From an optimization exercise on the open Yosys and OpenROAD flow, aimed at small area, a short achievable clock period and few clock cycles per item; shortcuts taken in it are not production practice. The RTL was checked by simulation tests, not by an equivalence proof against the original design. No activity file was given, so power comes from the tool's default toggle rates.

`flow/config.mk`:
```
export PLATFORM = sky130hd
export DESIGN_NAME = systolic_top
export DESIGN_NICKNAME = systolic_top
export VERILOG_FILES = /design/flow/design.v
export SDC_FILE = /design/flow/constraint.sdc
export NUM_CORES = 4
export LEC_CHECK = 0
export ABC_AREA = 1
export CAP_MARGIN = 20
export CORE_MARGIN = 2
export CORE_UTILIZATION = 40
export SETUP_SLACK_MARGIN = 5
export SLEW_MARGIN = 20
```
`flow/constraint.sdc`:
```
create_clock -name core_clock -period 9.0 [get_ports {clk}]
set_input_delay 1.8000 -clock core_clock [delete_from_list [all_inputs] [get_ports {clk}]]
set_output_delay 1.8000 -clock core_clock [all_outputs]
set_load 0.01 [all_outputs]
```
`flow/design.v`:
```
`timescale 1ns/10ps
package systolic_pkg;
    typedef logic signed [16-1:0]   data_t;
    typedef logic signed [8-1:0] weight_t;
    typedef logic signed [32-1:0]  accum_t;
    typedef logic [6-1:0]          wb_addr_t;
    typedef logic [32-1:0]          wb_data_t;
    typedef enum logic [2:0] {
        IDLE,
        CLEAR,
        FEED,
        DRAIN,
        DONE
    } seq_state_t;
endpackage
`timescale 1ns/10ps
module dot2_pp (
    input  logic [15:0] a0,
    input  logic [15:0] a1,
    input  logic [11:0] e0,
    input  logic [11:0] e1,
    output logic [61:0] pp
);
wire p0m0_one;
wire p0m0_two;
wire p0m0_neg;
wire p0m1_one;
wire p0m1_two;
wire p0m1_neg;
wire p0m2_one;
wire p0m2_two;
wire p0m2_neg;
wire p0m3_one;
wire p0m3_two;
wire p0m3_neg;
wire p1m0_one;
wire p1m0_two;
wire p1m0_neg;
wire p1m1_one;
wire p1m1_two;
wire p1m1_neg;
wire p1m2_one;
wire p1m2_two;
wire p1m2_neg;
wire p1m3_one;
wire p1m3_two;
wire p1m3_neg;
wire s1;
wire c2;
wire s3;
wire c4;
wire s5;
wire c6;
wire s7;
wire c8;
wire s9;
wire c10;
wire s11;
wire c12;
wire s13;
wire c14;
wire s15;
wire c16;
wire s17;
wire c18;
wire s19;
wire c20;
wire s21;
wire c22;
wire s23;
wire c24;
wire s25;
wire c26;
wire s27;
wire c28;
wire s29;
wire c30;
wire s31;
wire c32;
wire s33;
wire c34;
wire s35;
wire c36;
wire s37;
wire c38;
wire s39;
wire c40;
wire s41;
wire c42;
wire s43;
wire c44;
wire s45;
wire c46;
wire s47;
wire c48;
wire s49;
wire c50;
wire s51;
wire c52;
wire s53;
wire c54;
wire s55;
wire c56;
wire s57;
wire c58;
wire s59;
wire c60;
wire s61;
wire c62;
wire s63;
wire c64;
wire s65;
wire c66;
wire s67;
wire c68;
wire s69;
wire c70;
wire s71;
wire c72;
wire s73;
wire c74;
wire s75;
wire c76;
wire s77;
wire c78;
wire s79;
wire c80;
wire s81;
wire c82;
wire s83;
wire c84;
wire s85;
wire c86;
wire s87;
wire c88;
wire s89;
wire c90;
wire s91;
wire c92;
wire s93;
wire c94;
wire s95;
wire c96;
wire s97;
wire c98;
wire s99;
wire c100;
wire s101;
wire c102;
wire s103;
wire c104;
wire s105;
wire c106;
wire s107;
wire c108;
wire s109;
wire c110;
wire s111;
wire c112;
wire s113;
wire c114;
wire s115;
wire c116;
wire s117;
wire c118;
wire s119;
wire c120;
wire s121;
wire c122;
wire s123;
wire c124;
wire s125;
wire c126;
wire s127;
wire c128;
wire s129;
wire c130;
wire s131;
wire c132;
wire s133;
wire c134;
wire s135;
wire c136;
wire s137;
wire c138;
wire s139;
wire c140;
wire s141;
wire c142;
wire s143;
wire c144;
wire s145;
wire c146;
wire s147;
wire c148;
wire s149;
wire c150;
wire s151;
wire c152;
wire s153;
wire c154;
wire s155;
wire c156;
wire s157;
wire c158;
wire s159;
wire c160;
wire s161;
wire c162;
wire s163;
wire c164;
wire s165;
wire c166;
wire s167;
wire c168;
wire s169;
wire c170;
wire s171;
wire c172;
wire s173;
wire c174;
assign p0m0_one = e0[0];
assign p0m0_two = e0[1];
assign p0m0_neg = e0[2];
wire [16:0] p0m0_r;
assign p0m0_r[0] = ((p0m0_one & a0[0]) | (p0m0_two & 1'b0)) ^ p0m0_neg;
assign p0m0_r[1] = ((p0m0_one & a0[1]) | (p0m0_two & a0[0])) ^ p0m0_neg;
assign p0m0_r[2] = ((p0m0_one & a0[2]) | (p0m0_two & a0[1])) ^ p0m0_neg;
assign p0m0_r[3] = ((p0m0_one & a0[3]) | (p0m0_two & a0[2])) ^ p0m0_neg;
assign p0m0_r[4] = ((p0m0_one & a0[4]) | (p0m0_two & a0[3])) ^ p0m0_neg;
assign p0m0_r[5] = ((p0m0_one & a0[5]) | (p0m0_two & a0[4])) ^ p0m0_neg;
assign p0m0_r[6] = ((p0m0_one & a0[6]) | (p0m0_two & a0[5])) ^ p0m0_neg;
assign p0m0_r[7] = ((p0m0_one & a0[7]) | (p0m0_two & a0[6])) ^ p0m0_neg;
assign p0m0_r[8] = ((p0m0_one & a0[8]) | (p0m0_two & a0[7])) ^ p0m0_neg;
assign p0m0_r[9] = ((p0m0_one & a0[9]) | (p0m0_two & a0[8])) ^ p0m0_neg;
assign p0m0_r[10] = ((p0m0_one & a0[10]) | (p0m0_two & a0[9])) ^ p0m0_neg;
assign p0m0_r[11] = ((p0m0_one & a0[11]) | (p0m0_two & a0[10])) ^ p0m0_neg;
assign p0m0_r[12] = ((p0m0_one & a0[12]) | (p0m0_two & a0[11])) ^ p0m0_neg;
assign p0m0_r[13] = ((p0m0_one & a0[13]) | (p0m0_two & a0[12])) ^ p0m0_neg;
assign p0m0_r[14] = ((p0m0_one & a0[14]) | (p0m0_two & a0[13])) ^ p0m0_neg;
assign p0m0_r[15] = ((p0m0_one & a0[15]) | (p0m0_two & a0[14])) ^ p0m0_neg;
assign p0m0_r[16] = ((p0m0_one & a0[15]) | (p0m0_two & a0[15])) ^ p0m0_neg;
assign p0m1_one = e0[3];
assign p0m1_two = e0[4];
assign p0m1_neg = e0[5];
wire [16:0] p0m1_r;
assign p0m1_r[0] = ((p0m1_one & a0[0]) | (p0m1_two & 1'b0)) ^ p0m1_neg;
assign p0m1_r[1] = ((p0m1_one & a0[1]) | (p0m1_two & a0[0])) ^ p0m1_neg;
assign p0m1_r[2] = ((p0m1_one & a0[2]) | (p0m1_two & a0[1])) ^ p0m1_neg;
assign p0m1_r[3] = ((p0m1_one & a0[3]) | (p0m1_two & a0[2])) ^ p0m1_neg;
assign p0m1_r[4] = ((p0m1_one & a0[4]) | (p0m1_two & a0[3])) ^ p0m1_neg;
assign p0m1_r[5] = ((p0m1_one & a0[5]) | (p0m1_two & a0[4])) ^ p0m1_neg;
assign p0m1_r[6] = ((p0m1_one & a0[6]) | (p0m1_two & a0[5])) ^ p0m1_neg;
assign p0m1_r[7] = ((p0m1_one & a0[7]) | (p0m1_two & a0[6])) ^ p0m1_neg;
assign p0m1_r[8] = ((p0m1_one & a0[8]) | (p0m1_two & a0[7])) ^ p0m1_neg;
assign p0m1_r[9] = ((p0m1_one & a0[9]) | (p0m1_two & a0[8])) ^ p0m1_neg;
assign p0m1_r[10] = ((p0m1_one & a0[10]) | (p0m1_two & a0[9])) ^ p0m1_neg;
assign p0m1_r[11] = ((p0m1_one & a0[11]) | (p0m1_two & a0[10])) ^ p0m1_neg;
assign p0m1_r[12] = ((p0m1_one & a0[12]) | (p0m1_two & a0[11])) ^ p0m1_neg;
assign p0m1_r[13] = ((p0m1_one & a0[13]) | (p0m1_two & a0[12])) ^ p0m1_neg;
assign p0m1_r[14] = ((p0m1_one & a0[14]) | (p0m1_two & a0[13])) ^ p0m1_neg;
assign p0m1_r[15] = ((p0m1_one & a0[15]) | (p0m1_two & a0[14])) ^ p0m1_neg;
assign p0m1_r[16] = ((p0m1_one & a0[15]) | (p0m1_two & a0[15])) ^ p0m1_neg;
assign p0m2_one = e0[6];
assign p0m2_two = e0[7];
assign p0m2_neg = e0[8];
wire [16:0] p0m2_r;
assign p0m2_r[0] = ((p0m2_one & a0[0]) | (p0m2_two & 1'b0)) ^ p0m2_neg;
assign p0m2_r[1] = ((p0m2_one & a0[1]) | (p0m2_two & a0[0])) ^ p0m2_neg;
assign p0m2_r[2] = ((p0m2_one & a0[2]) | (p0m2_two & a0[1])) ^ p0m2_neg;
assign p0m2_r[3] = ((p0m2_one & a0[3]) | (p0m2_two & a0[2])) ^ p0m2_neg;
assign p0m2_r[4] = ((p0m2_one & a0[4]) | (p0m2_two & a0[3])) ^ p0m2_neg;
assign p0m2_r[5] = ((p0m2_one & a0[5]) | (p0m2_two & a0[4])) ^ p0m2_neg;
assign p0m2_r[6] = ((p0m2_one & a0[6]) | (p0m2_two & a0[5])) ^ p0m2_neg;
assign p0m2_r[7] = ((p0m2_one & a0[7]) | (p0m2_two & a0[6])) ^ p0m2_neg;
assign p0m2_r[8] = ((p0m2_one & a0[8]) | (p0m2_two & a0[7])) ^ p0m2_neg;
assign p0m2_r[9] = ((p0m2_one & a0[9]) | (p0m2_two & a0[8])) ^ p0m2_neg;
assign p0m2_r[10] = ((p0m2_one & a0[10]) | (p0m2_two & a0[9])) ^ p0m2_neg;
assign p0m2_r[11] = ((p0m2_one & a0[11]) | (p0m2_two & a0[10])) ^ p0m2_neg;
assign p0m2_r[12] = ((p0m2_one & a0[12]) | (p0m2_two & a0[11])) ^ p0m2_neg;
assign p0m2_r[13] = ((p0m2_one & a0[13]) | (p0m2_two & a0[12])) ^ p0m2_neg;
assign p0m2_r[14] = ((p0m2_one & a0[14]) | (p0m2_two & a0[13])) ^ p0m2_neg;
assign p0m2_r[15] = ((p0m2_one & a0[15]) | (p0m2_two & a0[14])) ^ p0m2_neg;
assign p0m2_r[16] = ((p0m2_one & a0[15]) | (p0m2_two & a0[15])) ^ p0m2_neg;
assign p0m3_one = e0[9];
assign p0m3_two = e0[10];
assign p0m3_neg = e0[11];
wire [16:0] p0m3_r;
assign p0m3_r[0] = ((p0m3_one & a0[0]) | (p0m3_two & 1'b0)) ^ p0m3_neg;
assign p0m3_r[1] = ((p0m3_one & a0[1]) | (p0m3_two & a0[0])) ^ p0m3_neg;
assign p0m3_r[2] = ((p0m3_one & a0[2]) | (p0m3_two & a0[1])) ^ p0m3_neg;
assign p0m3_r[3] = ((p0m3_one & a0[3]) | (p0m3_two & a0[2])) ^ p0m3_neg;
assign p0m3_r[4] = ((p0m3_one & a0[4]) | (p0m3_two & a0[3])) ^ p0m3_neg;
assign p0m3_r[5] = ((p0m3_one & a0[5]) | (p0m3_two & a0[4])) ^ p0m3_neg;
assign p0m3_r[6] = ((p0m3_one & a0[6]) | (p0m3_two & a0[5])) ^ p0m3_neg;
assign p0m3_r[7] = ((p0m3_one & a0[7]) | (p0m3_two & a0[6])) ^ p0m3_neg;
assign p0m3_r[8] = ((p0m3_one & a0[8]) | (p0m3_two & a0[7])) ^ p0m3_neg;
assign p0m3_r[9] = ((p0m3_one & a0[9]) | (p0m3_two & a0[8])) ^ p0m3_neg;
assign p0m3_r[10] = ((p0m3_one & a0[10]) | (p0m3_two & a0[9])) ^ p0m3_neg;
assign p0m3_r[11] = ((p0m3_one & a0[11]) | (p0m3_two & a0[10])) ^ p0m3_neg;
assign p0m3_r[12] = ((p0m3_one & a0[12]) | (p0m3_two & a0[11])) ^ p0m3_neg;
assign p0m3_r[13] = ((p0m3_one & a0[13]) | (p0m3_two & a0[12])) ^ p0m3_neg;
assign p0m3_r[14] = ((p0m3_one & a0[14]) | (p0m3_two & a0[13])) ^ p0m3_neg;
assign p0m3_r[15] = ((p0m3_one & a0[15]) | (p0m3_two & a0[14])) ^ p0m3_neg;
assign p0m3_r[16] = ((p0m3_one & a0[15]) | (p0m3_two & a0[15])) ^ p0m3_neg;
assign p1m0_one = e1[0];
assign p1m0_two = e1[1];
assign p1m0_neg = e1[2];
wire [16:0] p1m0_r;
assign p1m0_r[0] = ((p1m0_one & a1[0]) | (p1m0_two & 1'b0)) ^ p1m0_neg;
assign p1m0_r[1] = ((p1m0_one & a1[1]) | (p1m0_two & a1[0])) ^ p1m0_neg;
assign p1m0_r[2] = ((p1m0_one & a1[2]) | (p1m0_two & a1[1])) ^ p1m0_neg;
assign p1m0_r[3] = ((p1m0_one & a1[3]) | (p1m0_two & a1[2])) ^ p1m0_neg;
assign p1m0_r[4] = ((p1m0_one & a1[4]) | (p1m0_two & a1[3])) ^ p1m0_neg;
assign p1m0_r[5] = ((p1m0_one & a1[5]) | (p1m0_two & a1[4])) ^ p1m0_neg;
assign p1m0_r[6] = ((p1m0_one & a1[6]) | (p1m0_two & a1[5])) ^ p1m0_neg;
assign p1m0_r[7] = ((p1m0_one & a1[7]) | (p1m0_two & a1[6])) ^ p1m0_neg;
assign p1m0_r[8] = ((p1m0_one & a1[8]) | (p1m0_two & a1[7])) ^ p1m0_neg;
assign p1m0_r[9] = ((p1m0_one & a1[9]) | (p1m0_two & a1[8])) ^ p1m0_neg;
assign p1m0_r[10] = ((p1m0_one & a1[10]) | (p1m0_two & a1[9])) ^ p1m0_neg;
assign p1m0_r[11] = ((p1m0_one & a1[11]) | (p1m0_two & a1[10])) ^ p1m0_neg;
assign p1m0_r[12] = ((p1m0_one & a1[12]) | (p1m0_two & a1[11])) ^ p1m0_neg;
assign p1m0_r[13] = ((p1m0_one & a1[13]) | (p1m0_two & a1[12])) ^ p1m0_neg;
assign p1m0_r[14] = ((p1m0_one & a1[14]) | (p1m0_two & a1[13])) ^ p1m0_neg;
assign p1m0_r[15] = ((p1m0_one & a1[15]) | (p1m0_two & a1[14])) ^ p1m0_neg;
assign p1m0_r[16] = ((p1m0_one & a1[15]) | (p1m0_two & a1[15])) ^ p1m0_neg;
assign p1m1_one = e1[3];
assign p1m1_two = e1[4];
assign p1m1_neg = e1[5];
wire [16:0] p1m1_r;
assign p1m1_r[0] = ((p1m1_one & a1[0]) | (p1m1_two & 1'b0)) ^ p1m1_neg;
assign p1m1_r[1] = ((p1m1_one & a1[1]) | (p1m1_two & a1[0])) ^ p1m1_neg;
assign p1m1_r[2] = ((p1m1_one & a1[2]) | (p1m1_two & a1[1])) ^ p1m1_neg;
assign p1m1_r[3] = ((p1m1_one & a1[3]) | (p1m1_two & a1[2])) ^ p1m1_neg;
assign p1m1_r[4] = ((p1m1_one & a1[4]) | (p1m1_two & a1[3])) ^ p1m1_neg;
assign p1m1_r[5] = ((p1m1_one & a1[5]) | (p1m1_two & a1[4])) ^ p1m1_neg;
assign p1m1_r[6] = ((p1m1_one & a1[6]) | (p1m1_two & a1[5])) ^ p1m1_neg;
assign p1m1_r[7] = ((p1m1_one & a1[7]) | (p1m1_two & a1[6])) ^ p1m1_neg;
assign p1m1_r[8] = ((p1m1_one & a1[8]) | (p1m1_two & a1[7])) ^ p1m1_neg;
assign p1m1_r[9] = ((p1m1_one & a1[9]) | (p1m1_two & a1[8])) ^ p1m1_neg;
assign p1m1_r[10] = ((p1m1_one & a1[10]) | (p1m1_two & a1[9])) ^ p1m1_neg;
assign p1m1_r[11] = ((p1m1_one & a1[11]) | (p1m1_two & a1[10])) ^ p1m1_neg;
assign p1m1_r[12] = ((p1m1_one & a1[12]) | (p1m1_two & a1[11])) ^ p1m1_neg;
assign p1m1_r[13] = ((p1m1_one & a1[13]) | (p1m1_two & a1[12])) ^ p1m1_neg;
assign p1m1_r[14] = ((p1m1_one & a1[14]) | (p1m1_two & a1[13])) ^ p1m1_neg;
assign p1m1_r[15] = ((p1m1_one & a1[15]) | (p1m1_two & a1[14])) ^ p1m1_neg;
assign p1m1_r[16] = ((p1m1_one & a1[15]) | (p1m1_two & a1[15])) ^ p1m1_neg;
assign p1m2_one = e1[6];
assign p1m2_two = e1[7];
assign p1m2_neg = e1[8];
wire [16:0] p1m2_r;
assign p1m2_r[0] = ((p1m2_one & a1[0]) | (p1m2_two & 1'b0)) ^ p1m2_neg;
assign p1m2_r[1] = ((p1m2_one & a1[1]) | (p1m2_two & a1[0])) ^ p1m2_neg;
assign p1m2_r[2] = ((p1m2_one & a1[2]) | (p1m2_two & a1[1])) ^ p1m2_neg;
assign p1m2_r[3] = ((p1m2_one & a1[3]) | (p1m2_two & a1[2])) ^ p1m2_neg;
assign p1m2_r[4] = ((p1m2_one & a1[4]) | (p1m2_two & a1[3])) ^ p1m2_neg;
assign p1m2_r[5] = ((p1m2_one & a1[5]) | (p1m2_two & a1[4])) ^ p1m2_neg;
assign p1m2_r[6] = ((p1m2_one & a1[6]) | (p1m2_two & a1[5])) ^ p1m2_neg;
assign p1m2_r[7] = ((p1m2_one & a1[7]) | (p1m2_two & a1[6])) ^ p1m2_neg;
assign p1m2_r[8] = ((p1m2_one & a1[8]) | (p1m2_two & a1[7])) ^ p1m2_neg;
assign p1m2_r[9] = ((p1m2_one & a1[9]) | (p1m2_two & a1[8])) ^ p1m2_neg;
assign p1m2_r[10] = ((p1m2_one & a1[10]) | (p1m2_two & a1[9])) ^ p1m2_neg;
assign p1m2_r[11] = ((p1m2_one & a1[11]) | (p1m2_two & a1[10])) ^ p1m2_neg;
assign p1m2_r[12] = ((p1m2_one & a1[12]) | (p1m2_two & a1[11])) ^ p1m2_neg;
assign p1m2_r[13] = ((p1m2_one & a1[13]) | (p1m2_two & a1[12])) ^ p1m2_neg;
assign p1m2_r[14] = ((p1m2_one & a1[14]) | (p1m2_two & a1[13])) ^ p1m2_neg;
assign p1m2_r[15] = ((p1m2_one & a1[15]) | (p1m2_two & a1[14])) ^ p1m2_neg;
assign p1m2_r[16] = ((p1m2_one & a1[15]) | (p1m2_two & a1[15])) ^ p1m2_neg;
assign p1m3_one = e1[9];
assign p1m3_two = e1[10];
assign p1m3_neg = e1[11];
wire [16:0] p1m3_r;
assign p1m3_r[0] = ((p1m3_one & a1[0]) | (p1m3_two & 1'b0)) ^ p1m3_neg;
assign p1m3_r[1] = ((p1m3_one & a1[1]) | (p1m3_two & a1[0])) ^ p1m3_neg;
assign p1m3_r[2] = ((p1m3_one & a1[2]) | (p1m3_two & a1[1])) ^ p1m3_neg;
assign p1m3_r[3] = ((p1m3_one & a1[3]) | (p1m3_two & a1[2])) ^ p1m3_neg;
assign p1m3_r[4] = ((p1m3_one & a1[4]) | (p1m3_two & a1[3])) ^ p1m3_neg;
assign p1m3_r[5] = ((p1m3_one & a1[5]) | (p1m3_two & a1[4])) ^ p1m3_neg;
assign p1m3_r[6] = ((p1m3_one & a1[6]) | (p1m3_two & a1[5])) ^ p1m3_neg;
assign p1m3_r[7] = ((p1m3_one & a1[7]) | (p1m3_two & a1[6])) ^ p1m3_neg;
assign p1m3_r[8] = ((p1m3_one & a1[8]) | (p1m3_two & a1[7])) ^ p1m3_neg;
assign p1m3_r[9] = ((p1m3_one & a1[9]) | (p1m3_two & a1[8])) ^ p1m3_neg;
assign p1m3_r[10] = ((p1m3_one & a1[10]) | (p1m3_two & a1[9])) ^ p1m3_neg;
assign p1m3_r[11] = ((p1m3_one & a1[11]) | (p1m3_two & a1[10])) ^ p1m3_neg;
assign p1m3_r[12] = ((p1m3_one & a1[12]) | (p1m3_two & a1[11])) ^ p1m3_neg;
assign p1m3_r[13] = ((p1m3_one & a1[13]) | (p1m3_two & a1[12])) ^ p1m3_neg;
assign p1m3_r[14] = ((p1m3_one & a1[14]) | (p1m3_two & a1[13])) ^ p1m3_neg;
assign p1m3_r[15] = ((p1m3_one & a1[15]) | (p1m3_two & a1[14])) ^ p1m3_neg;
assign p1m3_r[16] = ((p1m3_one & a1[15]) | (p1m3_two & a1[15])) ^ p1m3_neg;
wire nx, na;
assign nx = p0m3_neg ^ p1m3_neg;
assign na = p0m3_neg & p1m3_neg;
assign s1 = p0m0_r[0] ^ p0m0_neg ^ p1m0_r[0];
assign c2 = (p0m0_r[0] & p0m0_neg) | (p0m0_r[0] & p1m0_r[0]) | (p0m0_neg & p1m0_r[0]);
assign s3 = p0m0_r[2] ^ p0m1_r[0] ^ p0m1_neg;
assign c4 = (p0m0_r[2] & p0m1_r[0]) | (p0m0_r[2] & p0m1_neg) | (p0m1_r[0] & p0m1_neg);
assign s5 = p1m0_r[2] ^ p1m1_r[0] ^ p1m1_neg;
assign c6 = (p1m0_r[2] & p1m1_r[0]) | (p1m0_r[2] & p1m1_neg) | (p1m1_r[0] & p1m1_neg);
assign s7 = p0m0_r[3] ^ p0m1_r[1] ^ p1m0_r[3];
assign c8 = (p0m0_r[3] & p0m1_r[1]) | (p0m0_r[3] & p1m0_r[3]) | (p0m1_r[1] & p1m0_r[3]);
assign s9 = p0m0_r[4] ^ p0m1_r[2] ^ p0m2_r[0];
assign c10 = (p0m0_r[4] & p0m1_r[2]) | (p0m0_r[4] & p0m2_r[0]) | (p0m1_r[2] & p0m2_r[0]);
assign s11 = p0m2_neg ^ p1m0_r[4] ^ p1m1_r[2];
assign c12 = (p0m2_neg & p1m0_r[4]) | (p0m2_neg & p1m1_r[2]) | (p1m0_r[4] & p1m1_r[2]);
assign s13 = p0m0_r[5] ^ p0m1_r[3] ^ p0m2_r[1];
assign c14 = (p0m0_r[5] & p0m1_r[3]) | (p0m0_r[5] & p0m2_r[1]) | (p0m1_r[3] & p0m2_r[1]);
assign s15 = p1m0_r[5] ^ p1m1_r[3] ^ p1m2_r[1];
assign c16 = (p1m0_r[5] & p1m1_r[3]) | (p1m0_r[5] & p1m2_r[1]) | (p1m1_r[3] & p1m2_r[1]);
assign s17 = p0m0_r[6] ^ p0m1_r[4] ^ p0m2_r[2];
assign c18 = (p0m0_r[6] & p0m1_r[4]) | (p0m0_r[6] & p0m2_r[2]) | (p0m1_r[4] & p0m2_r[2]);
assign s19 = p0m3_r[0] ^ p1m0_r[6] ^ p1m1_r[4];
assign c20 = (p0m3_r[0] & p1m0_r[6]) | (p0m3_r[0] & p1m1_r[4]) | (p1m0_r[6] & p1m1_r[4]);
assign s21 = p1m2_r[2] ^ p1m3_r[0] ^ nx;
assign c22 = (p1m2_r[2] & p1m3_r[0]) | (p1m2_r[2] & nx) | (p1m3_r[0] & nx);
assign s23 = p0m0_r[7] ^ p0m1_r[5] ^ p0m2_r[3];
assign c24 = (p0m0_r[7] & p0m1_r[5]) | (p0m0_r[7] & p0m2_r[3]) | (p0m1_r[5] & p0m2_r[3]);
assign s25 = p0m3_r[1] ^ p1m0_r[7] ^ p1m1_r[5];
assign c26 = (p0m3_r[1] & p1m0_r[7]) | (p0m3_r[1] & p1m1_r[5]) | (p1m0_r[7] & p1m1_r[5]);
assign s27 = p1m2_r[3] ^ p1m3_r[1] ^ na;
assign c28 = (p1m2_r[3] & p1m3_r[1]) | (p1m2_r[3] & na) | (p1m3_r[1] & na);
assign s29 = p0m0_r[8] ^ p0m1_r[6] ^ p0m2_r[4];
assign c30 = (p0m0_r[8] & p0m1_r[6]) | (p0m0_r[8] & p0m2_r[4]) | (p0m1_r[6] & p0m2_r[4]);
assign s31 = p0m3_r[2] ^ p1m0_r[8] ^ p1m1_r[6];
assign c32 = (p0m3_r[2] & p1m0_r[8]) | (p0m3_r[2] & p1m1_r[6]) | (p1m0_r[8] & p1m1_r[6]);
assign s33 = p0m0_r[9] ^ p0m1_r[7] ^ p0m2_r[5];
assign c34 = (p0m0_r[9] & p0m1_r[7]) | (p0m0_r[9] & p0m2_r[5]) | (p0m1_r[7] & p0m2_r[5]);
assign s35 = p0m3_r[3] ^ p1m0_r[9] ^ p1m1_r[7];
assign c36 = (p0m3_r[3] & p1m0_r[9]) | (p0m3_r[3] & p1m1_r[7]) | (p1m0_r[9] & p1m1_r[7]);
assign s37 = p0m0_r[10] ^ p0m1_r[8] ^ p0m2_r[6];
assign c38 = (p0m0_r[10] & p0m1_r[8]) | (p0m0_r[10] & p0m2_r[6]) | (p0m1_r[8] & p0m2_r[6]);
assign s39 = p0m3_r[4] ^ p1m0_r[10] ^ p1m1_r[8];
assign c40 = (p0m3_r[4] & p1m0_r[10]) | (p0m3_r[4] & p1m1_r[8]) | (p1m0_r[10] & p1m1_r[8]);
assign s41 = p0m0_r[11] ^ p0m1_r[9] ^ p0m2_r[7];
assign c42 = (p0m0_r[11] & p0m1_r[9]) | (p0m0_r[11] & p0m2_r[7]) | (p0m1_r[9] & p0m2_r[7]);
assign s43 = p0m3_r[5] ^ p1m0_r[11] ^ p1m1_r[9];
assign c44 = (p0m3_r[5] & p1m0_r[11]) | (p0m3_r[5] & p1m1_r[9]) | (p1m0_r[11] & p1m1_r[9]);
assign s45 = p0m0_r[12] ^ p0m1_r[10] ^ p0m2_r[8];
assign c46 = (p0m0_r[12] & p0m1_r[10]) | (p0m0_r[12] & p0m2_r[8]) | (p0m1_r[10] & p0m2_r[8]);
assign s47 = p0m3_r[6] ^ p1m0_r[12] ^ p1m1_r[10];
assign c48 = (p0m3_r[6] & p1m0_r[12]) | (p0m3_r[6] & p1m1_r[10]) | (p1m0_r[12] & p1m1_r[10]);
assign s49 = p0m0_r[13] ^ p0m1_r[11] ^ p0m2_r[9];
assign c50 = (p0m0_r[13] & p0m1_r[11]) | (p0m0_r[13] & p0m2_r[9]) | (p0m1_r[11] & p0m2_r[9]);
assign s51 = p0m3_r[7] ^ p1m0_r[13] ^ p1m1_r[11];
assign c52 = (p0m3_r[7] & p1m0_r[13]) | (p0m3_r[7] & p1m1_r[11]) | (p1m0_r[13] & p1m1_r[11]);
assign s53 = p0m0_r[14] ^ p0m1_r[12] ^ p0m2_r[10];
assign c54 = (p0m0_r[14] & p0m1_r[12]) | (p0m0_r[14] & p0m2_r[10]) | (p0m1_r[12] & p0m2_r[10]);
assign s55 = p0m3_r[8] ^ p1m0_r[14] ^ p1m1_r[12];
assign c56 = (p0m3_r[8] & p1m0_r[14]) | (p0m3_r[8] & p1m1_r[12]) | (p1m0_r[14] & p1m1_r[12]);
assign s57 = p0m0_r[15] ^ p0m1_r[13] ^ p0m2_r[11];
assign c58 = (p0m0_r[15] & p0m1_r[13]) | (p0m0_r[15] & p0m2_r[11]) | (p0m1_r[13] & p0m2_r[11]);
assign s59 = p0m3_r[9] ^ p1m0_r[15] ^ p1m1_r[13];
assign c60 = (p0m3_r[9] & p1m0_r[15]) | (p0m3_r[9] & p1m1_r[13]) | (p1m0_r[15] & p1m1_r[13]);
assign s61 = ~p0m0_r[16] ^ p0m1_r[14] ^ p0m2_r[12];
assign c62 = (~p0m0_r[16] & p0m1_r[14]) | (~p0m0_r[16] & p0m2_r[12]) | (p0m1_r[14] & p0m2_r[12]);
assign s63 = p0m3_r[10] ^ ~p1m0_r[16] ^ p1m1_r[14];
assign c64 = (p0m3_r[10] & ~p1m0_r[16]) | (p0m3_r[10] & p1m1_r[14]) | (~p1m0_r[16] & p1m1_r[14]);
assign s65 = p0m1_r[15] ^ p0m2_r[13] ^ p0m3_r[11];
assign c66 = (p0m1_r[15] & p0m2_r[13]) | (p0m1_r[15] & p0m3_r[11]) | (p0m2_r[13] & p0m3_r[11]);
assign s67 = p1m1_r[15] ^ p1m2_r[13] ^ p1m3_r[11];
assign c68 = (p1m1_r[15] & p1m2_r[13]) | (p1m1_r[15] & p1m3_r[11]) | (p1m2_r[13] & p1m3_r[11]);
assign s69 = ~p0m1_r[16] ^ p0m2_r[14] ^ p0m3_r[12];
assign c70 = (~p0m1_r[16] & p0m2_r[14]) | (~p0m1_r[16] & p0m3_r[12]) | (p0m2_r[14] & p0m3_r[12]);
assign s71 = ~p1m1_r[16] ^ p1m2_r[14] ^ p1m3_r[12];
assign c72 = (~p1m1_r[16] & p1m2_r[14]) | (~p1m1_r[16] & p1m3_r[12]) | (p1m2_r[14] & p1m3_r[12]);
assign s73 = p0m2_r[15] ^ p0m3_r[13] ^ p1m2_r[15];
assign c74 = (p0m2_r[15] & p0m3_r[13]) | (p0m2_r[15] & p1m2_r[15]) | (p0m3_r[13] & p1m2_r[15]);
assign s75 = ~p0m2_r[16] ^ p0m3_r[14] ^ ~p1m2_r[16];
assign c76 = (~p0m2_r[16] & p0m3_r[14]) | (~p0m2_r[16] & ~p1m2_r[16]) | (p0m3_r[14] & ~p1m2_r[16]);
assign s77 = ~p0m3_r[16] ^ ~p1m3_r[16] ^ 1'b1;
assign c78 = (~p0m3_r[16] & ~p1m3_r[16]) | (~p0m3_r[16] & 1'b1) | (~p1m3_r[16] & 1'b1);
assign s79 = p0m0_r[1] ^ p1m0_r[1] ^ c2;
assign c80 = (p0m0_r[1] & p1m0_r[1]) | (p0m0_r[1] & c2) | (p1m0_r[1] & c2);
assign s81 = p1m1_r[1] ^ c4 ^ c6;
assign c82 = (p1m1_r[1] & c4) | (p1m1_r[1] & c6) | (c4 & c6);
assign s83 = p1m2_r[0] ^ p1m2_neg ^ c8;
assign c84 = (p1m2_r[0] & p1m2_neg) | (p1m2_r[0] & c8) | (p1m2_neg & c8);
assign s85 = c10 ^ c12 ^ s13;
assign c86 = (c10 & c12) | (c10 & s13) | (c12 & s13);
assign s87 = c14 ^ c16 ^ s17;
assign c88 = (c14 & c16) | (c14 & s17) | (c16 & s17);
assign s89 = c18 ^ c20 ^ c22;
assign c90 = (c18 & c20) | (c18 & c22) | (c20 & c22);
assign s91 = s23 ^ s25 ^ s27;
assign c92 = (s23 & s25) | (s23 & s27) | (s25 & s27);
assign s93 = p1m2_r[4] ^ p1m3_r[2] ^ c24;
assign c94 = (p1m2_r[4] & p1m3_r[2]) | (p1m2_r[4] & c24) | (p1m3_r[2] & c24);
assign s95 = c26 ^ c28 ^ s29;
assign c96 = (c26 & c28) | (c26 & s29) | (c28 & s29);
assign s97 = p1m2_r[5] ^ p1m3_r[3] ^ c30;
assign c98 = (p1m2_r[5] & p1m3_r[3]) | (p1m2_r[5] & c30) | (p1m3_r[3] & c30);
assign s99 = c32 ^ s33 ^ s35;
assign c100 = (c32 & s33) | (c32 & s35) | (s33 & s35);
assign s101 = p1m2_r[6] ^ p1m3_r[4] ^ c34;
assign c102 = (p1m2_r[6] & p1m3_r[4]) | (p1m2_r[6] & c34) | (p1m3_r[4] & c34);
assign s103 = c36 ^ s37 ^ s39;
assign c104 = (c36 & s37) | (c36 & s39) | (s37 & s39);
assign s105 = p1m2_r[7] ^ p1m3_r[5] ^ c38;
assign c106 = (p1m2_r[7] & p1m3_r[5]) | (p1m2_r[7] & c38) | (p1m3_r[5] & c38);
assign s107 = c40 ^ s41 ^ s43;
assign c108 = (c40 & s41) | (c40 & s43) | (s41 & s43);
assign s109 = p1m2_r[8] ^ p1m3_r[6] ^ c42;
assign c110 = (p1m2_r[8] & p1m3_r[6]) | (p1m2_r[8] & c42) | (p1m3_r[6] & c42);
assign s111 = c44 ^ s45 ^ s47;
assign c112 = (c44 & s45) | (c44 & s47) | (s45 & s47);
assign s113 = p1m2_r[9] ^ p1m3_r[7] ^ c46;
assign c114 = (p1m2_r[9] & p1m3_r[7]) | (p1m2_r[9] & c46) | (p1m3_r[7] & c46);
assign s115 = c48 ^ s49 ^ s51;
assign c116 = (c48 & s49) | (c48 & s51) | (s49 & s51);
assign s117 = p1m2_r[10] ^ p1m3_r[8] ^ c50;
assign c118 = (p1m2_r[10] & p1m3_r[8]) | (p1m2_r[10] & c50) | (p1m3_r[8] & c50);
assign s119 = c52 ^ s53 ^ s55;
assign c120 = (c52 & s53) | (c52 & s55) | (s53 & s55);
assign s121 = p1m2_r[11] ^ p1m3_r[9] ^ c54;
assign c122 = (p1m2_r[11] & p1m3_r[9]) | (p1m2_r[11] & c54) | (p1m3_r[9] & c54);
assign s123 = c56 ^ s57 ^ s59;
assign c124 = (c56 & s57) | (c56 & s59) | (s57 & s59);
assign s125 = p1m2_r[12] ^ p1m3_r[10] ^ c58;
assign c126 = (p1m2_r[12] & p1m3_r[10]) | (p1m2_r[12] & c58) | (p1m3_r[10] & c58);
assign s127 = c60 ^ s61 ^ s63;
assign c128 = (c60 & s61) | (c60 & s63) | (s61 & s63);
assign s129 = 1'b1 ^ c62 ^ c64;
assign c130 = (1'b1 & c62) | (1'b1 & c64) | (c62 & c64);
assign s131 = 1'b1 ^ c66 ^ c68;
assign c132 = (1'b1 & c66) | (1'b1 & c68) | (c66 & c68);
assign s133 = p1m3_r[13] ^ c70 ^ c72;
assign c134 = (p1m3_r[13] & c70) | (p1m3_r[13] & c72) | (c70 & c72);
assign s135 = p1m3_r[14] ^ 1'b1 ^ c74;
assign c136 = (p1m3_r[14] & 1'b1) | (p1m3_r[14] & c74) | (1'b1 & c74);
assign s137 = p0m3_r[15] ^ p1m3_r[15] ^ c76;
assign c138 = (p0m3_r[15] & p1m3_r[15]) | (p0m3_r[15] & c76) | (p1m3_r[15] & c76);
assign s139 = s3 ^ s5 ^ c80;
assign c140 = (s3 & s5) | (s3 & c80) | (s5 & c80);
assign s141 = s9 ^ s11 ^ c82;
assign c142 = (s9 & s11) | (s9 & c82) | (s11 & c82);
assign s143 = s15 ^ c84 ^ s85;
assign c144 = (s15 & c84) | (s15 & s85) | (c84 & s85);
assign s145 = s19 ^ s21 ^ c86;
assign c146 = (s19 & s21) | (s19 & c86) | (s21 & c86);
assign s147 = c88 ^ s89 ^ s91;
assign c148 = (c88 & s89) | (c88 & s91) | (s89 & s91);
assign s149 = s31 ^ c90 ^ c92;
assign c150 = (s31 & c90) | (s31 & c92) | (c90 & c92);
assign s151 = c94 ^ c96 ^ s97;
assign c152 = (c94 & c96) | (c94 & s97) | (c96 & s97);
assign s153 = c98 ^ c100 ^ s101;
assign c154 = (c98 & c100) | (c98 & s101) | (c100 & s101);
assign s155 = c102 ^ c104 ^ s105;
assign c156 = (c102 & c104) | (c102 & s105) | (c104 & s105);
assign s157 = c106 ^ c108 ^ s109;
assign c158 = (c106 & c108) | (c106 & s109) | (c108 & s109);
assign s159 = c110 ^ c112 ^ s113;
assign c160 = (c110 & c112) | (c110 & s113) | (c112 & s113);
assign s161 = c114 ^ c116 ^ s117;
assign c162 = (c114 & c116) | (c114 & s117) | (c116 & s117);
assign s163 = c118 ^ c120 ^ s121;
assign c164 = (c118 & c120) | (c118 & s121) | (c120 & s121);
assign s165 = c122 ^ c124 ^ s125;
assign c166 = (c122 & c124) | (c122 & s125) | (c124 & s125);
assign s167 = s65 ^ s67 ^ c126;
assign c168 = (s65 & s67) | (s65 & c126) | (s67 & c126);
assign s169 = s69 ^ s71 ^ c130;
assign c170 = (s69 & s71) | (s69 & c130) | (s71 & c130);
assign s171 = s73 ^ c132 ^ s133;
assign c172 = (s73 & c132) | (s73 & s133) | (c132 & s133);
assign s173 = s75 ^ c134 ^ s135;
assign c174 = (s75 & c134) | (s75 & s135) | (c134 & s135);
assign pp[0] = p1m0_neg;
assign pp[1] = s1;
assign pp[2] = s79;
assign pp[3] = s139;
assign pp[4] = s7;
assign pp[5] = s81;
assign pp[6] = c140;
assign pp[7] = s83;
assign pp[8] = s141;
assign pp[9] = c142;
assign pp[10] = s143;
assign pp[11] = s87;
assign pp[12] = c144;
assign pp[13] = s145;
assign pp[14] = c146;
assign pp[15] = s147;
assign pp[16] = s93;
assign pp[17] = s95;
assign pp[18] = c148;
assign pp[19] = s149;
assign pp[20] = s99;
assign pp[21] = c150;
assign pp[22] = s151;
assign pp[23] = s103;
assign pp[24] = c152;
assign pp[25] = s153;
assign pp[26] = s107;
assign pp[27] = c154;
assign pp[28] = s155;
assign pp[29] = s111;
assign pp[30] = c156;
assign pp[31] = s157;
assign pp[32] = s115;
assign pp[33] = c158;
assign pp[34] = s159;
assign pp[35] = s119;
assign pp[36] = c160;
assign pp[37] = s161;
assign pp[38] = s123;
assign pp[39] = c162;
assign pp[40] = s163;
assign pp[41] = s127;
assign pp[42] = c164;
assign pp[43] = s165;
assign pp[44] = c128;
assign pp[45] = s129;
assign pp[46] = c166;
assign pp[47] = s167;
assign pp[48] = s131;
assign pp[49] = c168;
assign pp[50] = s169;
assign pp[51] = c170;
assign pp[52] = s171;
assign pp[53] = c172;
assign pp[54] = s173;
assign pp[55] = c136;
assign pp[56] = s137;
assign pp[57] = c174;
assign pp[58] = s77;
assign pp[59] = c138;
assign pp[60] = c78;
assign pp[61] = 1'b1;
endmodule
module dot2_fin (
    input  logic [61:0] pp,
    output logic [24:0] sum
);
logic [24:0] r0, r1;
wire s175;
wire c176;
wire s177;
wire c178;
wire s179;
wire c180;
wire s181;
wire c182;
wire s183;
wire c184;
wire s185;
wire c186;
wire s187;
wire c188;
wire s189;
wire c190;
wire s191;
wire c192;
wire s193;
wire c194;
wire s195;
wire c196;
wire s197;
wire c198;
wire s199;
wire c200;
wire s201;
wire c202;
wire s203;
wire c204;
wire s205;
wire c206;
wire s207;
wire c208;
wire s209;
wire c210;
wire s211;
wire c212;
wire s213;
wire c214;
wire s215;
wire c216;
wire s217;
wire c218;
wire s219;
wire c220;
wire s221;
wire c222;
wire s223;
wire c224;
wire s225;
wire c226;
wire s227;
wire c228;
wire s229;
wire c230;
wire s231;
wire c232;
wire s233;
wire c234;
wire s235;
wire c236;
assign s175 = pp[16] ^ pp[17];
assign c176 = pp[16] & pp[17];
assign s177 = pp[20] ^ pp[21];
assign c178 = pp[20] & pp[21];
assign s179 = pp[23] ^ pp[24];
assign c180 = pp[23] & pp[24];
assign s181 = pp[26] ^ pp[27];
assign c182 = pp[26] & pp[27];
assign s183 = pp[29] ^ pp[30];
assign c184 = pp[29] & pp[30];
assign s185 = pp[32] ^ pp[33];
assign c186 = pp[32] & pp[33];
assign s187 = pp[35] ^ pp[36];
assign c188 = pp[35] & pp[36];
assign s189 = pp[38] ^ pp[39];
assign c190 = pp[38] & pp[39];
assign s191 = pp[41] ^ pp[42];
assign c192 = pp[41] & pp[42];
assign s193 = pp[44] ^ pp[45] ^ pp[46];
assign c194 = (pp[44] & pp[45]) | (pp[44] & pp[46]) | (pp[45] & pp[46]);
assign s195 = pp[48] ^ pp[49];
assign c196 = pp[48] & pp[49];
assign s197 = pp[4] ^ pp[5];
assign c198 = pp[4] & pp[5];
assign s199 = pp[7] ^ pp[8];
assign c200 = pp[7] & pp[8];
assign s201 = pp[9] ^ pp[10];
assign c202 = pp[9] & pp[10];
assign s203 = pp[11] ^ pp[12] ^ pp[13];
assign c204 = (pp[11] & pp[12]) | (pp[11] & pp[13]) | (pp[12] & pp[13]);
assign s205 = pp[14] ^ pp[15];
assign c206 = pp[14] & pp[15];
assign s207 = pp[18] ^ pp[19] ^ s175;
assign c208 = (pp[18] & pp[19]) | (pp[18] & s175) | (pp[19] & s175);
assign s209 = pp[22] ^ c176 ^ s177;
assign c210 = (pp[22] & c176) | (pp[22] & s177) | (c176 & s177);
assign s211 = pp[25] ^ c178 ^ s179;
assign c212 = (pp[25] & c178) | (pp[25] & s179) | (c178 & s179);
assign s213 = pp[28] ^ c180 ^ s181;
assign c214 = (pp[28] & c180) | (pp[28] & s181) | (c180 & s181);
assign s215 = pp[31] ^ c182 ^ s183;
assign c216 = (pp[31] & c182) | (pp[31] & s183) | (c182 & s183);
assign s217 = pp[34] ^ c184 ^ s185;
assign c218 = (pp[34] & c184) | (pp[34] & s185) | (c184 & s185);
assign s219 = pp[37] ^ c186 ^ s187;
assign c220 = (pp[37] & c186) | (pp[37] & s187) | (c186 & s187);
assign s221 = pp[40] ^ c188 ^ s189;
assign c222 = (pp[40] & c188) | (pp[40] & s189) | (c188 & s189);
assign s223 = pp[43] ^ c190 ^ s191;
assign c224 = (pp[43] & c190) | (pp[43] & s191) | (c190 & s191);
assign s225 = pp[47] ^ c192 ^ s193;
assign c226 = (pp[47] & c192) | (pp[47] & s193) | (c192 & s193);
assign s227 = pp[50] ^ c194 ^ s195;
assign c228 = (pp[50] & c194) | (pp[50] & s195) | (c194 & s195);
assign s229 = pp[51] ^ pp[52] ^ c196;
assign c230 = (pp[51] & pp[52]) | (pp[51] & c196) | (pp[52] & c196);
assign s231 = pp[53] ^ pp[54];
assign c232 = pp[53] & pp[54];
assign s233 = pp[55] ^ pp[56] ^ pp[57];
assign c234 = (pp[55] & pp[56]) | (pp[55] & pp[57]) | (pp[56] & pp[57]);
assign s235 = pp[58] ^ pp[59];
assign c236 = pp[58] & pp[59];
assign r0[0] = pp[0];
assign r1[0] = pp[1];
assign r0[1] = pp[2];
assign r1[1] = 1'b0;
assign r0[2] = pp[3];
assign r1[2] = 1'b0;
assign r0[3] = pp[6];
assign r1[3] = s197;
assign r0[4] = c198;
assign r1[4] = s199;
assign r0[5] = c200;
assign r1[5] = s201;
assign r0[6] = c202;
assign r1[6] = s203;
assign r0[7] = c204;
assign r1[7] = s205;
assign r0[8] = c206;
assign r1[8] = s207;
assign r0[9] = c208;
assign r1[9] = s209;
assign r0[10] = c210;
assign r1[10] = s211;
assign r0[11] = c212;
assign r1[11] = s213;
assign r0[12] = c214;
assign r1[12] = s215;
assign r0[13] = c216;
assign r1[13] = s217;
assign r0[14] = c218;
assign r1[14] = s219;
assign r0[15] = c220;
assign r1[15] = s221;
assign r0[16] = c222;
assign r1[16] = s223;
assign r0[17] = c224;
assign r1[17] = s225;
assign r0[18] = c226;
assign r1[18] = s227;
assign r0[19] = c228;
assign r1[19] = s229;
assign r0[20] = c230;
assign r1[20] = s231;
assign r0[21] = c232;
assign r1[21] = s233;
assign r0[22] = c234;
assign r1[22] = s235;
assign r0[23] = pp[60];
assign r1[23] = c236;
assign r0[24] = pp[61];
assign r1[24] = 1'b0;
assign sum = r0 + r1;
endmodule
`timescale 1ns/10ps
module systolic_top (
    input  logic        clk,
    input  logic        rst_n,
    input  logic        wb_cyc,
    input  logic        wb_stb,
    input  logic        wb_we,
    input  logic [5:0]  wb_adr,
    input  logic [31:0] wb_dat_w,
    output logic [31:0] wb_dat_r,
    output logic        wb_ack
);
    logic [15:0] ax [2];
    logic [15:0] ay [2];
    logic [11:0] bu [2];
    logic [11:0] bv [2];
    logic [11:0] b_enc;
    logic [24:0] c_ring [4];
    logic        c_vld;
    logic        busy;
    logic        done;
    logic [1:0]  run_cnt;
    logic [1:0]  k;
    logic        k0_n, k1_n;
    logic        access;
    logic        wr_en;
    logic        start;
    logic [24:0] rd_d;
    logic [24:0] rd_q;
    assign access = wb_cyc && wb_stb && !wb_ack;
    assign wr_en  = access && wb_we && !busy;
    assign start  = wr_en && (wb_adr == 6'd8) && wb_dat_w[0];
    always_ff @(posedge clk or negedge rst_n) begin
        if (!rst_n) begin
            wb_ack <= 1'b0;
        end else begin
            wb_ack <= access;
        end
    end
    assign k0_n = ~k[0];
    assign k1_n = k[1] ^ k[0];
    logic wr_a, wr_b;
    assign wr_a = wr_en && (wb_adr[5:2] == 4'd0);
    assign wr_b = wr_en && (wb_adr[5:2] == 4'd1);
    function automatic logic [11:0] booth_enc(input logic [7:0] b);
        logic [8:0] x;
        x = {b, 1'b0};
        for (int m = 0; m < 4; m++) begin
            booth_enc[3*m]   = x[2*m+1] ^ x[2*m];
            booth_enc[3*m+1] = (x[2*m+2] & ~x[2*m+1] & ~x[2*m]) | (~x[2*m+2] & x[2*m+1] & x[2*m]);
            booth_enc[3*m+2] = x[2*m+2];
        end
    endfunction
    function automatic logic [7:0] booth_dec(input logic [11:0] e);
        for (int m = 0; m < 4; m++) begin
            booth_dec[2*m+1] = e[3*m+2];
            booth_dec[2*m]   = e[3*m] ^ ((m == 0) ? 1'b0 : e[3*m-1]);
        end
    endfunction
    assign b_enc = booth_enc(wb_dat_w[7:0]);
    for (genvar p = 0; p < 2; p++) begin : g_ring
        logic wa_x, wa_y, wb_u, wb_v;
        assign wa_x = wr_a && (wb_adr[1] == (1'(p) ^ k0_n)) && !wb_adr[0];
        assign wa_y = wr_a && (wb_adr[1] == (1'(p) ^ k0_n)) &&  wb_adr[0];
        assign wb_u = wr_b && (wb_adr[0] == (1'(p) ^ k1_n)) && !wb_adr[1];
        assign wb_v = wr_b && (wb_adr[0] == (1'(p) ^ k1_n)) &&  wb_adr[1];
        always_ff @(posedge clk or negedge rst_n) begin
            if (!rst_n) begin
                ax[p] <= '0;
                ay[p] <= '0;
                bu[p] <= '0;
                bv[p] <= '0;
            end else begin
                ax[p] <= wa_x ? wb_dat_w[15:0] : ax[1-p];
                ay[p] <= wa_y ? wb_dat_w[15:0] : ay[1-p];
                bu[p] <= wb_u ? b_enc : (k[0] ? bu[1-p] : bu[p]);
                bv[p] <= wb_v ? b_enc : (k[0] ? bv[1-p] : bv[p]);
            end
        end
    end
    always_ff @(posedge clk or negedge rst_n) begin
        if (!rst_n) begin
            busy    <= 1'b0;
            done    <= 1'b0;
            c_vld   <= 1'b0;
            run_cnt <= '0;
            k       <= '0;
        end else begin
            k <= k + 2'd1;
            if (start) begin
                busy    <= 1'b1;
                done    <= 1'b0;
                c_vld   <= 1'b1;
                run_cnt <= '0;
            end else if (busy) begin
                run_cnt <= run_cnt + 2'd1;
                if (run_cnt == 2'd2) begin
                    busy <= 1'b0;
                    done <= 1'b1;
                end
            end
        end
    end
    logic [61:0] pp;
    logic [61:0] pp_q;
    logic [24:0] sum;
    dot2_pp u_pp (
        .a0 (ax[0]),
        .a1 (ay[0]),
        .e0 (bu[0]),
        .e1 (bv[0]),
        .pp (pp)
    );
    always_ff @(posedge clk) begin
        pp_q <= pp;
    end
    dot2_fin u_fin (
        .pp  (pp_q),
        .sum (sum)
    );
    always_ff @(posedge clk) begin
        c_ring[0] <= (start || busy) ? sum : c_ring[3];
        c_ring[1] <= c_ring[0];
        c_ring[2] <= c_ring[1];
        c_ring[3] <= c_ring[2];
    end
    logic       hi_a, hi_b, hi_c;
    logic [1:0] sel_x, sel_y, sel_u, sel_v;
    logic [3:0] sel_c;
    logic       sel_s;
    assign hi_a  = wb_adr[5:2] == 4'd0;
    assign hi_b  = wb_adr[5:2] == 4'd1;
    assign hi_c  = (wb_adr[5:2] == 4'd3) && c_vld;
    assign sel_s = wb_adr == 6'd9;
    for (genvar p = 0; p < 2; p++) begin : g_rsel
        assign sel_x[p] = hi_a && !wb_adr[0] && (wb_adr[1] == (1'(p) ^ k[0]));
        assign sel_y[p] = hi_a &&  wb_adr[0] && (wb_adr[1] == (1'(p) ^ k[0]));
        assign sel_u[p] = hi_b && !wb_adr[1] && (wb_adr[0] == (1'(p) ^ k[1]));
        assign sel_v[p] = hi_b &&  wb_adr[1] && (wb_adr[0] == (1'(p) ^ k[1]));
    end
    for (genvar p = 0; p < 4; p++) begin : g_csel
        logic [1:0] q;
        assign q = k - 2'(p) - 2'd2;
        assign sel_c[p] = hi_c && (wb_adr[1:0] == {q[0], q[1]});
    end
    always_comb begin
        rd_d = {23'd0, sel_s && done, sel_s && busy};
        for (int p = 0; p < 2; p++) begin
            rd_d = rd_d
                 | ({25{sel_x[p]}} & {{9{ax[p][15]}}, ax[p]})
                 | ({25{sel_y[p]}} & {{9{ay[p][15]}}, ay[p]})
                 | ({25{sel_u[p]}} & {{17{bu[p][11]}}, booth_dec(bu[p])})
                 | ({25{sel_v[p]}} & {{17{bv[p][11]}}, booth_dec(bv[p])});
        end
        for (int p = 0; p < 4; p++) begin
            rd_d = rd_d | ({25{sel_c[p]}} & c_ring[p]);
        end
    end
    always_ff @(posedge clk) begin
        rd_q <= rd_d;
    end
    assign wb_dat_r = {{7{rd_q[24]}}, rd_q};
endmodule
```
`flow/flow/run.sh`:
```
#!/bin/bash
# The standard layout (the standard.sh, unchanged synthesis), with
#  - a clock tree of mid-size buffers, clusters of up to 16 flip-flops and no
#    dummy balancing loads,
#  - plain buf_4 cells as the port buffers.
# Each tool's log is under orfs/logs; make's output goes to flow.log.
set -euo pipefail
MARGIN=${MARGIN:-6.15}
bash standard.sh SETUP_SLACK_MARGIN=$MARGIN \
  "CTS_ARGS=-sink_clustering_enable -repair_clock_nets -sink_clustering_size 16 -sink_clustering_max_diameter 60 -buf_list sky130_fd_sc_hd__clkbuf_8 -dont_use_dummy_load" \
  "BUFFER_PORTS_ARGS=-buffer_cell sky130_fd_sc_hd__buf_4" \
  finish > flow.log 2>&1
```
`flow/standard.sh`:
```
#!/bin/bash
# synth_recipe.tcl (not shown) runs the flow's synth.tcl, then flattens the netlist and writes it again
# the make line also repeats each setting of config.mk as NAME=value (left out here)
make -C /OpenROAD-flow-scripts/flow DESIGN_CONFIG=/design/flow/config.mk WORK_HOME=/design/flow/orfs CLKGATE_MAP_FILE= SYNTH_SCRIPT=/design/flow/synth_recipe.tcl "${@:-finish}"
```
==> metrics.csv, run 1 <==
stage,metric,value,unit
clock_tree,clock_latency,0.69,ns
detailed_routing,vias,15490,
worst_setup_path,critPathBufInv,1,
global_route,grt_overflow,0,
floorplan,die_y,213.9,um
timing,period_minus_slack,3.017,ns
synth,synth_ff_type,dfxtp_1,
floorplan,core_area,43270,um^2
place,globalplace.congestion,0.9031,
worst_hold_path,holdCritPathClass,reg2reg,
timing,layout_setup_ws,5.983,ns
final_layout,area_growth,16.80,%
worst_setup_path,cpPeakStageDelay,0.41,ns
detailed_routing,dr_wl_met3,4654,um
place,hpwlAfterDp,39660,um
synth,synth-seq-area-share,38.16,%
timing,post-route-period-util,33.52,%
place,placement.io_buffers,59,
power_and_ir_drop,p_leak,10.03,nW
worst_setup_path,r2r_setup_slack,6.16,ns
floorplan,io_pins,76,
final_layout,antennaDiodeCount,0,
worst_setup_path,path_max_fanout,2,
final_layout,finalNetCount,2487,
worst_setup_path,cp.arrival,1.22,ns
synth,synthDistinctLibCells,36,
clock_tree,clock_path_buffers,3,
timing,finalSetupTns,0,ns
final_layout,drive_gt1_share,17.11,%
worst_hold_path,holdPathStages,0,
timing,hold_viol,0,
power_and_ir_drop,peakVddDrop,114.6,uV
timing,max_slew_margin,41.18,%
worst_setup_path,worstSetupPathType,reg2out,
synth,syn_inst,2191,
detailed_routing,vias_per_cell,5.364,
detailed_routing,first_pass_iters,6,
detailed_routing,detail-route-antenna-nets,0,
clock_tree,tritoncts,done,
floorplan,rows,76,
clock_tree,root_buffer,clkbuf_8,
synth,syn-cell-area,17630,um^2
worst_setup_path,regToRegStartpoint,bu[0][3],
worst_hold_path,hp-start,c_ring[1][15],
worst_setup_path,worst_ep_required_time,7.20,ns
worst_setup_path,rr_worst_depth,8,
worst_setup_path,worstReg2RegEnd,pp_q[28],
timing,slew_viol_final,0,
detailed_routing,drcViolationCount,0,
worst_setup_path,slowest_stage,dfrtp_1,
detailed_routing,wl_met2,25930,um
floorplan,die_w,213.9,um
final_layout,fin_util,47.59,%
clock_tree,cts_buffers,30,
outcome,status,finished clean,
floorplan,dieArea,45760,um^2
synth,synthArstFlopShare,39.22,%
detailed_routing,highest_layer,met4,
worst_setup_path,cp_top_family,flip-flops,
job,cap_violations,0,
timing,fin_skew,0.1372,ns
detailed_routing,dr.first_iter.drc_count,1514,
place,dp_slack,4.749,ns
global_route,grt_max_degree,66,
timing,fmax,0.3315,GHz
synth,syn_nets,2373,
global_route,grt_pass1_wl,88020,um
global_route,grt_usage,24.59,%
detailed_routing,wl,58450,um
clock_tree,path_clk_slew,0.10,ns
detailed_routing,wl_per_cell,20.24,um
worst_setup_path,end_kind,output pin,
worst_setup_path,cp.depth,1,
timing,finalSetupViolCount,0,
timing,max_slew.worst_pin.slew,0.8814,ns
clock_tree,htreeDepth,1,
clock_tree,clkSinkCount,306,
detailed_routing,met1_length,24680,um
worst_hold_path,whs_endpoint,c_ring[2][15],
synth,synth-seq-cells,306,
synth,yosysWarnings,11,
global_route,grt_pass1_vias,15160,
power_and_ir_drop,power_density,152.5,nW/um^2
synth,synth_edf_count,0,
timing,rsz0062_at_grt,true,
global_route,antenna_found_initial,0,
worst_setup_path,worstSetupStartpointType,flop,
synth,avgSynthCellArea,8.045,um^2
timing,whs,0.2995,ns
floorplan,initial_core_util,40.74,%
worst_setup_path,crit_chain,buf_6,
## routing by layer
| metal | global-route usage [%] | vias up |
|---|---|---|
| met3 | 3.891 | 179 |
| met4 | 11.26 | 0 |
| met2 | 39.19 | 734 |
| li1 | - | 7179 |
| met1 | 32.94 | 7400 |
| met5 | 0 | - |
## synthesized netlist by cell type (32+ instances only)
cell type  number  share of area (%)
nand3_1       254                7.2
fa_1           94                 11
ha_1           45                3.2
xor2_1        144                7.2
nand2_1       483                 10
clkbuf_1       32               0.68
dfrtp_1       120                 17
nor2_1        106                2.3
dfxtp_1       186                 21
o21ai_0       125                3.5
inv_1         288                6.1
o22ai_1       125                4.4
## worst max path at each step
stage | slack, ns | start | to
global route | 5.96 | wb_ack | wb_ack
global placement | 4.81 | wb_adr[0] | bu[0][5]
floorplan | 6.03 | wb_adr[0] | bu[1][6]
finish | 5.98 | wb_ack | wb_ack
detailed placement | 4.75 | wb_adr[0] | bu[0][6]
CTS | 5.97 | wb_ack | wb_ack
## metrics by stage
step,std cells,power (W),area (um^2)
floorplan,2191,0.002076,17970
global placement,2747,0.002320,18610
detailed placement,2747,0.002334,18620
CTS,2838,0.003111,19890
global route,2888,0.003322,20590
finish,2888,0.003141,20590
## worst register-to-register path, cell delays in order, from the launching register on
cell and delay [ns]:
dfrtp_2 0.47, clkinvlp_4 0.13, buf_4 0.19, o22ai_1 0.20, xor2_1 0.23, fa_1 0.47, fa_1 0.40, inv_1 0.08
fa_1 0.43
## registers in the layout, indices dropped and copies added (netlist names)
signal   count
k            2
ax          32
c_vld        1
bv          24
busy         1
c_ring     100
wb_ack       1
run_cnt      2
ay          32
bu          24
done         1
pp_q        61
rd_q        25
## logic make-up after synthesis
kind of cell / synth area share [%]
compound gates: 8.922
xor+xnor: 8.042
fa+ha+maj: 13.87
buf+inv: 9.526
flops: 38.16
mux: 0.05679
simple gates: 21.42
## layout make-up
class / count / area [um^2]
Fill cell: 4223 / 22680
Timing Repair inverter: 1 / 5.005
Sequential cell: 306 / 6792
Multi-Input combinational cell: 1471 / 9758
Clock buffer: 30 / 412.9
Tap cell: 585 / 732.0
Inverter: 323 / 1384
Timing Repair Buffer: 172 / 1505
## power breakdown
group	switching (W)	internal (W)	leakage, nW
Clock	0.000468	0.000294	0.216
Combinational	0.000534	0.000305	6.68
Sequential	0.0000639	0.00148	3.13
## layout by cell type, fill, tap and decap left out, types with 3 or more instances in the layout
master,synthesis,layout
nand3b_1,5,5
clkinvlp_4,0,24
o211ai_1,3,3
o21ai_1,1,4
nand2_2,3,6
nand2_4,0,9
nor2_2,4,7
ha_1,45,38
o22ai_1,125,118
buf_6,0,37
nand3_2,4,15
clkinv_2,0,17
dfxtp_1,186,162
xor2_1,144,141
dfxtp_2,0,23
nand3_1,254,242
clkbuf_8,0,30
nand3_4,0,5
nand2_1,483,470
inv_4,0,8
o21ai_0,125,121
xnor2_1,11,10
and2_1,4,3
nor2_4,1,15
xor2_2,2,4
buf_4,17,129
dfrtp_2,0,20
fa_1,94,94
buf_12,0,6
o22ai_2,0,6
nor2_1,106,91
inv_1,288,267
nand4_1,13,13
ha_2,0,5
a21oi_1,22,21
or2_2,4,4
dfrtp_1,120,98
## repair_timing
item / CTS / global route
hold buffers: 0 / 0
endpoints found under the setup margin: 219 / 175
cloned: 3 / 5
pin swaps: 7 / 21
hold endpoints to repair: 0 / 0
setup buffers: 58 / 45
resized for setup: 129 / 84
Testbench counts, summed over its fixed seeds: cycles 11,520, jobs 384.
==> run 2: changes to the inputs <==
--- a/flow/flow/run.sh
+++ b/flow/flow/run.sh
@@ -5,7 +5,7 @@
 #  - plain buf_4 cells as the port buffers.
 # Each tool's log is under orfs/logs; make's output goes to flow.log.
 set -euo pipefail
-MARGIN=${MARGIN:-6.15}
+MARGIN=${MARGIN:-6}
 bash standard.sh SETUP_SLACK_MARGIN=$MARGIN \
   "CTS_ARGS=-sink_clustering_enable -repair_clock_nets -sink_clustering_size 16 -sink_clustering_max_diameter 60 -buf_list sky130_fd_sc_hd__clkbuf_8 -dont_use_dummy_load" \
   "BUFFER_PORTS_ARGS=-buffer_cell sky130_fd_sc_hd__buf_4" \
--- a/flow/config.mk
+++ b/flow/config.mk
@@ -9,5 +9,6 @@
 export CAP_MARGIN = 20
 export CORE_MARGIN = 2
 export CORE_UTILIZATION = 40
+export PLACE_DENSITY = 0.72
 export SETUP_SLACK_MARGIN = 5
 export SLEW_MARGIN = 20
==> run 2 against run 1 <==
  * Critical path depth increased by 7
  * Sequential share of layout area rose by 1.3 points
  * Clock-buffer cell count shrank 1
  * Routed wire length decreased by 7.4%
  * Sequential power is essentially flat
  * Cell area fell by 4.4%
  * Setup slack gained 0.036 ns
  * Still clean on timing, DRC and antenna
  * Largest power group unchanged
  * Total power is 2.2% lower
  * Via count fell by 1.9%
==> metrics.csv, run 2 <==
stage,metric,value,unit,change
outcome,status,finished clean,,unchanged
timing,fin_skew,0.07183,ns,was 0.1372 ns
worst_setup_path,r2r_setup_slack,6.06,ns,was 6.16 ns
final_layout,finalNetCount,2434,,"was 2,487"
worst_setup_path,critPathBufInv,3,,was 1
synth,avgSynthCellArea,8.045,um^2,unchanged
timing,slew_viol_final,0,,unchanged
detailed_routing,detail-route-antenna-nets,0,,unchanged
place,placement.io_buffers,59,,unchanged
clock_tree,tritoncts,done,,unchanged
detailed_routing,vias_per_cell,5.357,,was 5.364
power_and_ir_drop,peakVddDrop,132.9,uV,was 114.6 uV
timing,fmax,0.3355,GHz,was 0.3315 GHz
clock_tree,clock_path_buffers,3,,unchanged
floorplan,die_w,213.9,um,unchanged
final_layout,largest-register,c_ring,,unchanged
place,placed_area,18510,um^2,"was 18,620 um^2"
synth,netlist_top_cells_count,"483 x nand2_1, 288 x inv_1, 254 x nand3_1",,unchanged
clock_tree,cts_buffers,29,,was 30
worst_setup_path,cp.depth,8,,was 1
timing,rsz0062_at_grt,true,,unchanged
clock_tree,htreeDepth,1,,unchanged
worst_setup_path,slowest_stage,nor2_1,,was dfrtp_1
worst_setup_path,crit_chain,buf_4 -> inv_1 -> nand3_1 -> nor2_1 -> nand2_1 -> clkinv_2 -> nand2_4 -> o21ai_0,,was buf_6
final_layout,area_growth,11.68,%,was 16.80%
timing,post-route-period-util,33.12,%,was 33.52%
timing,finalSetupTns,0,ns,unchanged
global_route,antenna_found_initial,4,,was 0
floorplan,rows,76,,unchanged
worst_setup_path,worstReg2RegEnd,pp_q[15],,was pp_q[28]
final_layout,fin_area,19690,um^2,"was 20,590 um^2"
clock_tree,path_clk_slew,0.11,ns,was 0.10 ns
synth,synth_top_area_share,21.12,%,unchanged
timing,period_minus_slack,2.981,ns,was 3.017 ns
worst_setup_path,path_max_fanout,32,,was 2
synth,synth.area.top_cells,"dfxtp_1 21%, dfrtp_1 17%, fa_1 11%, nand2_1 10%, nand3_1 7.2%",,unchanged
synth,yosysMostFrequentCell,nand2_1,,unchanged
worst_setup_path,rr_worst_depth,8,,unchanged
timing,finalSetupViolCount,0,,unchanged
final_layout,fin_util,45.50,%,was 47.59%
floorplan,core_area,43270,um^2,unchanged
global_route,grt_pass1_wl,83410,um,"was 88,020 um"
final_layout,layout_common_cells,"477 x nand2_1, 270 x inv_1, 252 x nand3_1",,"was 470 x nand2_1, 267 x inv_1, 242 x nand3_1"
synth,synth-seq-cells,306,,unchanged
place,globalplace.congestion,0.9337,,was 0.9031
detailed_routing,vias,15200,,"was 15,490"
detailed_routing,wl_per_cell,19.09,um,was 20.24 um
clock_tree,root_buffer,clkbuf_8,,unchanged
synth,syn_nets,2373,,unchanged
synth,yosysWarnings,11,,unchanged
clock_tree,clock_latency,0.63,ns,was 0.69 ns
power_and_ir_drop,p_leak,9.741,nW,was 10.03 nW
clock_tree,clkSinkCount,306,,unchanged
synth,synthDistinctLibCells,36,,unchanged
synth,synthArstFlopShare,39.22,%,unchanged
global_route,grt_usage,23.03,%,was 24.59%
floorplan,dieArea,45760,um^2,unchanged
final_layout,drive_gt1_share,10.71,%,was 17.11%
place,dp_slack,4.697,ns,was 4.749 ns
timing,max_slew.worst_pin.slew,0.9935,ns,was 0.8814 ns
power_and_ir_drop,power_density,156.0,nW/um^2,was 152.5 nW/um^2
clock_tree,cts_hold_buf,0,,unchanged
worst_setup_path,cp.arrival,3.52,ns,was 1.22 ns
synth,synth_ff_type,dfxtp_1,,unchanged
floorplan,initial_core_util,40.74,%,unchanged
synth,syn-cell-area,17630,um^2,unchanged
worst_setup_path,end_kind,flop,,was output pin
worst_setup_path,cpPeakStageDelay,0.35,ns,was 0.41 ns
worst_setup_path,cp_top_family,simple AND/OR/NAND/NOR gates,,was flip-flops
global_route,grt_pass1_vias,14710,,"was 15,160"
timing,layout_setup_ws,6.019,ns,was 5.983 ns
-- run 2: cell counts after synthesis --
No cell type changed its count.
-- run 2: layer usage --
metal / up-vias / GRT usage, % / routed length [um] / part of all wire, %
met1: 7207 / 30.39 / 21880 / 40
met3: 156 / 3.593 / 4771 / 8.8
met2: 751 / 37.29 / 24830 / 46
li1: 7080 / - / - / -
met4: 4 / 10.44 / 2638 / 4.9
met5: - / 0 / 29 / 0.054
-- run 2: logic make-up (layout without fill, tap and decap cells) --
family	count (synthesis)	count (layout)	share of synthesized area, %
AND/OR/NAND/NOR	886	889	21.42
multiplexers	1	1	0.05679
other	0	2	0
adder cells (fa/ha/maj)	139	139	13.87
AO/OA/AOI/OAI	280	280	8.922
flip-flops	306	306	38.16
XOR/XNOR	158	158	8.042
buffers and inverters	421	477	9.526
-- run 2: how the worst min path moves through the flow --
stage / cells after the start / startpoint / slack, ns / endpoint
after floorplan: 0 / c_ring[0][0] / 0.33 / c_ring[1][0]
after global placement: 0 / c_ring[1][16] / 0.33 / c_ring[2][16]
after CTS: 0 / c_ring[2][23] / 0.32 / c_ring[3][23]
final: 0 / c_ring[2][23] / 0.32 / c_ring[3][23]
after global routing: 0 / c_ring[2][23] / 0.33 / c_ring[3][23]
after detailed placement: 0 / c_ring[2][14] / 0.34 / c_ring[3][14]
-- run 2: final cells by class --
class                           count  area (um^2)
Clock buffer                       29        399.1
Tap cell                          585        732.0
Inverter                          323         1343
Multi-Input combinational cell   1467         9429
Timing Repair Buffer              125         1036
Sequential cell                   306         6741
Fill cell                        4215        23580
Antenna cell                        2        5.005
-- run 2: where the power goes --
group / total (W) / internal, W / leakage, nW / switching, W
clock: 0.000737 / 0.000285 / 0.209 / 0.000452
sequential: 0.00154 / 0.00147 / 3.14 / 0.0000618
combinational: 0.000799 / 0.000288 / 6.39 / 0.000511
-- run 2: repair_timing --
action / in CTS / in global routing
resized for setup: 34 / 56
pin swaps: 0 / 5
setup endpoints to repair: 143 / 157
buffers inserted: 18 / 33
gates cloned: 0 / 3
-- run 2: worst reg2reg max path: cells and delay by family (launching register included) --
family / cells / cell delay [ns]
xor gates and xnor gates: 1 / 0.13
AOI/OAI and AO/OA: 1 / 0.30
adders and majority gates: 3 / 1.48
DFF: 1 / 0.37
buffers and inverters: 3 / 0.49
-- run 2: stage by stage --
step,hold WS [ns],cells,power [W]
2_1_floorplan,0.3311,2191,0.002072
3_3_place_gp,0.3342,2752,0.002307
3_5_place_dp,0.3364,2752,0.002331
4_1_cts,0.3216,2799,0.003065
5_1_grt,0.3292,2836,0.003252
6_report,0.3213,2837,0.003072

## what the ideal ports hide
No port has a modelled driver above. Below, the same layouts with a new extraction and two added sets of constraints. Step 1 sets driving cells, clkbuf_16 on the clock port and buf_2 on the other inputs (assumed; they add their load-dependent delay and slew). Step 2, shift: input delay + t, output delay - t, t = (earliest + latest rising clock arrival at the registers) / 2. This alone moves slack from input paths to output paths. a / b / c = ideal ports / drivers / drivers and shift; a / b = the first two.
run	t (ns)	setup slack, ns
run 1	0.681	5.983 / 5.927 / 5.552
run 2	0.641	6.019 / 5.991 / 5.387
After both steps setup and hold are still met in every run listed.
